Background: an optimization exercise with open tools, aiming at small area and a short achievable clock period. Do not read the settings as production practice. In this exercise RTL edits were held to simulation tests only and were not proved equivalent to the original. No activity file was given, so power comes from the tool's default toggle rates.

## ex_stage
module ex_stage (
    input  logic        clk,
    input  logic        rst_n,
    input  logic        flush,
    input  logic        in_valid,
    input  logic [6:0]  in_opcode,
    input  logic [4:0]  in_rd,
    input  logic [2:0]  in_funct3,
    input  logic [6:0]  in_funct7,
    input  logic [31:0] in_imm,
    input  logic [31:0] in_pc,
    input  logic [31:0] in_rs1_val,
    input  logic [31:0] in_rs2_val,
    output logic        out_valid,
    output logic [4:0]  out_rd,
    output logic        out_rd_we,
    output logic [31:0] out_rd_val,
    output logic [31:0] out_pc,
    output logic        out_jump,
    output logic [31:0] out_jump_pc,
    output logic        out_illegal
);
Size in the first run: roughly 2000 cells after synthesis, roughly 0.013 mm^2 of cells after synthesis.
==> module ex_issue, before the edit <==
module ex_issue (
    input  logic        clk,
    input  logic        rst_n,
    input  logic        flush,
    input  logic        in_valid,
    input  logic [6:0]  in_opcode,
    input  logic [4:0]  in_rd,
    input  logic [2:0]  in_funct3,
    input  logic [6:0]  in_funct7,
    input  logic [31:0] in_imm,
    input  logic [31:0] in_pc,
    input  logic [31:0] in_rs1_val,
    input  logic [31:0] in_rs2_val,
    output logic        iss_valid,
    output logic [31:0] iss_a,
    output logic [31:0] iss_b,
    output logic [31:0] iss_pc,
    output logic [4:0]  iss_rd,
    output logic        iss_add,
    output logic        iss_sub,
    output logic        iss_sll,
    output logic        iss_sr,
    output logic        iss_cmp,
    output logic        iss_mod,
    output logic        iss_lx,
    output logic        iss_la,
    output logic        iss_link,
    output logic        iss_br,
    output logic        iss_eq,
    output logic        iss_lt,
    output logic        iss_beq,
    output logic        iss_blt,
    output logic        iss_binv
);
    logic is_op, is_opimm, is_lui, is_auipc, is_br, is_jal, is_jalr, is_alu;
    logic eq, lt;
    logic [2:0] f3;
    logic sub, sel_pc, sel_rev, sel_rs1;
    logic [31:0] rs1_rev;
    assign f3       = in_funct3;
    assign is_op    = (in_opcode == exec_pkg::OPC_OP);
    assign is_opimm = (in_opcode == exec_pkg::OPC_OP_IMM);
    assign is_lui   = (in_opcode == exec_pkg::OPC_LUI);
    assign is_auipc = (in_opcode == exec_pkg::OPC_AUIPC);
    assign is_br    = (in_opcode == exec_pkg::OPC_BRANCH);
    assign is_jal   = (in_opcode == exec_pkg::OPC_JAL);
    assign is_jalr  = (in_opcode == exec_pkg::OPC_JALR);
    assign is_alu   = is_op | is_opimm;
    assign sub     = is_alu & ((f3 == 3'b010) | (f3 == 3'b011) |
                               ((f3 == 3'b000) & is_op & in_funct7[5]));
    assign sel_pc  = is_auipc | is_jal | is_br;
    assign sel_rev = is_alu & (f3 == 3'b001);
    assign sel_rs1 = (is_alu & (f3 != 3'b001)) | is_jalr;
    always_comb begin
        for (int i = 0; i < 32; i++) begin
            rs1_rev[i] = in_rs1_val[31-i];
        end
    end
    branch_unit i_branch (
        .rs1    (in_rs1_val),
        .rs2    (in_rs2_val),
        .uns    (f3[1]),
        .eq     (eq),
        .lt     (lt)
    );
    always_ff @(posedge clk or negedge rst_n) begin
        if (!rst_n) begin
            iss_valid <= 1'b0;
        end else begin
            iss_valid <= in_valid && !flush;
        end
    end
    always_ff @(posedge clk) begin
        iss_a    <= sel_pc  ? in_pc :
                    sel_rev ? rs1_rev :
                    sel_rs1 ? in_rs1_val : 32'd0;
        iss_b    <= (is_op ? in_rs2_val : in_imm) ^ {32{sub}};
        iss_pc   <= in_pc;
        iss_rd   <= in_rd;
        iss_add  <= (is_alu & (f3 == 3'b000)) | is_lui | is_auipc;
        iss_sub  <= sub;
        iss_sll  <= is_alu & (f3 == 3'b001);
        iss_sr   <= is_alu & (f3 == 3'b101);
        iss_cmp  <= is_alu & (f3[2:1] == 2'b01);
        iss_mod  <= f3[2] ? in_funct7[5] : (f3[1] & f3[0]);
        iss_lx   <= is_alu & f3[2] & !f3[0];
        iss_la   <= is_alu & f3[2] & f3[1];
        iss_link <= is_jal | is_jalr;
        iss_br   <= is_br;
        iss_eq   <= eq;
        iss_lt   <= lt;
        iss_beq  <= is_br & (f3[2:1] == 2'b00);
        iss_blt  <= is_br & f3[2];
        iss_binv <= f3[0];
    end
endmodule
==> module int_alu, before the edit <==
module int_alu (
    input  logic [31:0] a,
    input  logic [31:0] b,
    input  logic [31:0] pc,
    input  logic        op_add,
    input  logic        op_sub,
    input  logic        op_sll,
    input  logic        op_sr,
    input  logic        op_cmp,
    input  logic        op_mod,
    input  logic        op_lx,
    input  logic        op_la,
    input  logic        op_link,
    input  logic        op_br,
    output logic [31:0] rd_val,
    output logic [31:0] jump_pc
);
    logic [31:0] sum;
    logic        cout;
    logic        lt;
    logic [31:0] sh_out;
    logic [31:0] sh_rev;
    logic        fill;
    logic [31:0] link;
    assign {cout, sum} = {1'b0, a} + {1'b0, b} + {32'd0, op_sub};
    assign lt = op_mod ? !cout : ((a[31] ^ !b[31]) ? a[31] : sum[31]);
    assign fill   = op_mod & a[31];
    assign sh_out = 32'($signed({fill, a}) >>> b[4:0]);
    always_comb begin
        for (int i = 0; i < 32; i++) begin
            sh_rev[i] = sh_out[31-i];
        end
    end
    inc30 i_inc (
        .a (pc[31:2]),
        .s (link[31:2])
    );
    assign link[1:0] = pc[1:0];
    assign rd_val = ({32{op_add}} & sum) |
                    ({32{op_sr}} & sh_out) |
                    ({32{op_sll}} & sh_rev) |
                    {31'd0, op_cmp & lt} |
                    ({32{op_lx}} & (a ^ b)) |
                    ({32{op_la}} & (a & b)) |
                    ({32{op_link}} & link);
    assign jump_pc = ({32{op_br}} & sum) |
                     ({32{op_link}} & {sum[31:1], 1'b0});
endmodule
export LEC_CHECK = 0
export CAP_MARGIN = 20
export CORE_MARGIN = 2
export CORE_UTILIZATION = 45
export SETUP_SLACK_MARGIN = 2.8
export SLEW_MARGIN = 20
create_clock -name core_clock -period 5.0 [get_ports {clk}]
standard.sh (not shown) runs the stock make flow with config.mk's settings and CLKGATE_MAP_FILE= SYNTH_SCRIPT=/design/flow/synth_recipe.tcl, a recipe that flattens the netlist after the stock synthesis.
==> flow/flow/run.sh <==
#!/bin/bash
# ORFS's synthesis as synth_recipe.tcl runs it, except that the full/half
# adder extraction is skipped and ABC maps with flow/abc.script; then the
# standard layout with plain buf_1 cells as port buffers.
set -euo pipefail
W=$PWD
{
  cat <<EOT
proc extract_fa {args} {}
proc abc {args} {
  set i [lsearch -exact \$args -script]
  lset args [expr {\$i + 1}] $W/flow/abc.script
  yosys abc {*}\$args
}
EOT
  cat synth_recipe.tcl
} > synth_custom.tcl
bash standard.sh SYNTH_SCRIPT=$W/synth_custom.tcl synth > synth.log 2>&1
CTS_ARGS="-sink_clustering_enable -repair_clock_nets -buf_list sky130_fd_sc_hd__clkbuf_16 -sink_clustering_size 24 -sink_clustering_max_diameter 120 -dont_use_dummy_load" BUFFER_PORTS_ARGS="-buffer_cell sky130_fd_sc_hd__buf_1" bash standard.sh finish > layout.log 2>&1
==> flow/flow/abc.script <==
strash
dch
map -B 0.9
topo
stime -c
buffer -c
upsize -c
dnsize -c
Next try:
--- a/flow/design.v
+++ b/flow/design.v
@@ -46,33 +46,45 @@
     output logic        iss_blt,
     output logic        iss_binv
 );
     logic is_op, is_opimm, is_lui, is_auipc, is_br, is_jal, is_jalr, is_alu;
     logic eq, lt;
     logic [2:0] f3;
-    logic sub, sel_pc, sel_rev, sel_rs1;
+    logic [6:2] op;
+    logic p_alu, p_op, sub, sel_pc, sel_sh, sel_rs1;
     logic [31:0] rs1_rev;
+    logic        sh_fill;
+    logic [1:0]  shamt;
+    logic [31:0] sh_src, sh16, sh8;
     assign f3       = in_funct3;
     assign is_op    = (in_opcode == exec_pkg::OPC_OP);
     assign is_opimm = (in_opcode == exec_pkg::OPC_OP_IMM);
     assign is_lui   = (in_opcode == exec_pkg::OPC_LUI);
     assign is_auipc = (in_opcode == exec_pkg::OPC_AUIPC);
     assign is_br    = (in_opcode == exec_pkg::OPC_BRANCH);
     assign is_jal   = (in_opcode == exec_pkg::OPC_JAL);
     assign is_jalr  = (in_opcode == exec_pkg::OPC_JALR);
     assign is_alu   = is_op | is_opimm;
-    assign sub     = is_alu & ((f3 == 3'b010) | (f3 == 3'b011) |
-                               ((f3 == 3'b000) & is_op & in_funct7[5]));
-    assign sel_pc  = is_auipc | is_jal | is_br;
-    assign sel_rev = is_alu & (f3 == 3'b001);
-    assign sel_rs1 = (is_alu & (f3 != 3'b001)) | is_jalr;
+    assign op      = in_opcode[6:2];
+    assign p_alu   = !op[6] & !op[2];
+    assign p_op    = p_alu & op[5];
+    assign sub     = p_alu & ((!f3[2] & f3[1]) |
+                              ((f3 == 3'b000) & op[5] & in_funct7[5]));
+    assign sel_pc  = op[6] ? (op[3] | !op[2]) : (!op[5] & op[2]);
+    assign sel_sh  = p_alu & (f3[1:0] == 2'b01);
+    assign sel_rs1 = (p_alu & (f3[1:0] != 2'b01)) | (op[6] & !op[3] & op[2]);
     always_comb begin
         for (int i = 0; i < 32; i++) begin
             rs1_rev[i] = in_rs1_val[31-i];
         end
     end
+    assign shamt   = p_op ? in_rs2_val[4:3] : in_imm[4:3];
+    assign sh_fill = f3[2] & in_funct7[5] & in_rs1_val[31];
+    assign sh_src  = (f3[2] ? in_rs1_val : rs1_rev);
+    assign sh16    = shamt[1] ? {{16{sh_fill}}, sh_src[31:16]} : sh_src;
+    assign sh8     = shamt[0] ? {{8{sh_fill}}, sh16[31:8]} : sh16;
     branch_unit i_branch (
         .rs1    (in_rs1_val),
         .rs2    (in_rs2_val),
         .uns    (f3[1]),
         .eq     (eq),
         .lt     (lt)
@@ -82,16 +94,15 @@
             iss_valid <= 1'b0;
         end else begin
             iss_valid <= in_valid && !flush;
         end
     end
     always_ff @(posedge clk) begin
-        iss_a    <= sel_pc  ? in_pc :
-                    sel_rev ? rs1_rev :
-                    sel_rs1 ? in_rs1_val : 32'd0;
-        iss_b    <= (is_op ? in_rs2_val : in_imm) ^ {32{sub}};
+        iss_a    <= ({32{sel_pc}} & in_pc) | ({32{sel_sh}} & sh8) |
+                    ({32{sel_rs1}} & in_rs1_val);
+        iss_b    <= (p_op ? in_rs2_val : in_imm) ^ {32{sub}};
         iss_pc   <= in_pc;
         iss_rd   <= in_rd;
         iss_add  <= (is_alu & (f3 == 3'b000)) | is_lui | is_auipc;
         iss_sub  <= sub;
         iss_sll  <= is_alu & (f3 == 3'b001);
         iss_sr   <= is_alu & (f3 == 3'b101);
@@ -131,16 +142,22 @@
     logic        cout;
     logic        lt;
     logic [31:0] sh_out;
     logic [31:0] sh_rev;
     logic        fill;
     logic [31:0] link;
-    assign {cout, sum} = {1'b0, a} + {1'b0, b} + {32'd0, op_sub};
+    add32 i_add (
+        .a    (a),
+        .b    (b),
+        .cin  (op_sub),
+        .s    (sum),
+        .cout (cout)
+    );
     assign lt = op_mod ? !cout : ((a[31] ^ !b[31]) ? a[31] : sum[31]);
     assign fill   = op_mod & a[31];
-    assign sh_out = 32'($signed({fill, a}) >>> b[4:0]);
+    assign sh_out = 32'($signed({fill, a}) >>> b[2:0]);
     always_comb begin
         for (int i = 0; i < 32; i++) begin
             sh_rev[i] = sh_out[31-i];
         end
     end
     inc30 i_inc (
@@ -155,12 +172,31 @@
                     ({32{op_lx}} & (a ^ b)) |
                     ({32{op_la}} & (a & b)) |
                     ({32{op_link}} & link);
     assign jump_pc = ({32{op_br}} & sum) |
                      ({32{op_link}} & {sum[31:1], 1'b0});
 endmodule
+module add32(input [31:0] a, b, input cin, output [31:0] s, output cout);
+  logic [31:0] p0, G;
+  always_comb begin
+    logic [31:0] g, p;
+    g = a & b; p = a ^ b;
+    p0 = p;
+    g[0] = g[0] | (p[0] & cin);
+    for (int l = 1; l < 32; l = l*2)
+      for (int i = 0; i < 32; i++)
+        if ((i / l) % 2 == 1) begin
+          g[i] = g[i] | (p[i] & g[(i/l)*l - 1]);
+          p[i] = p[i] & p[(i/l)*l - 1];
+        end
+    G = g;
+  end
+  assign s[0] = p0[0] ^ cin;
+  for (genvar i = 1; i < 32; i++) assign s[i] = p0[i] ^ G[i-1];
+  assign cout = G[31];
+endmodule
 module inc30 (
     input  logic [29:0] a,
     output logic [29:0] s
 );
     logic [29:0] t;    
     always_comb begin
What happened: The new run completed without violations. Sequential power is higher by about 5%. Worst hold slack degrades by 0.0050 ns. Setup slack improved by 0.049 ns. Final cell count is lower by 7.3%. Wire length drops by 11%. Non-clock buffer count falls by 1. First-iteration DRC count is lower by 4.0%. Core utilization shrinks by 0.38 points. Total power rose by 19%. Global-route usage decreases by 2.9 points. Sequential cell count stays the same. Final area went down by 4.5%. Via count fell by 7.7%.

==> re-timing with driven ports <==
No port has a modelled driver above. Below, the same layouts with a new extraction and two added sets of constraints. Step 1 (the two cells are an assumption about what drives the block):
set clk [get_ports {clk}]
set_driving_cell -lib_cell sky130_fd_sc_hd__clkbuf_16 $clk
set_driving_cell -lib_cell sky130_fd_sc_hd__buf_2 [delete_from_list [all_inputs] $clk]
Step 2, shift: input delay + t, output delay - t, t = (earliest + latest rising clock arrival at the registers) / 2. This alone moves slack from input paths to output paths. Slacks: no drivers / after step 1 / after step 2; pairs: no drivers / after step 1.
run	shift t [ns]	setup WS [ns]	slew at the worst register clock pin (ns)
the first run	0.528	2.769 / 2.800 / 2.273	0.09 / 0.09
the second run	0.522	2.817 / 2.849 / 2.327	0.09 / 0.09
After both steps every run listed still meets setup and hold. For the first run, which loses most, drivers alone change the setup slack by +0.031 ns; drivers and shift together by -0.496 ns.
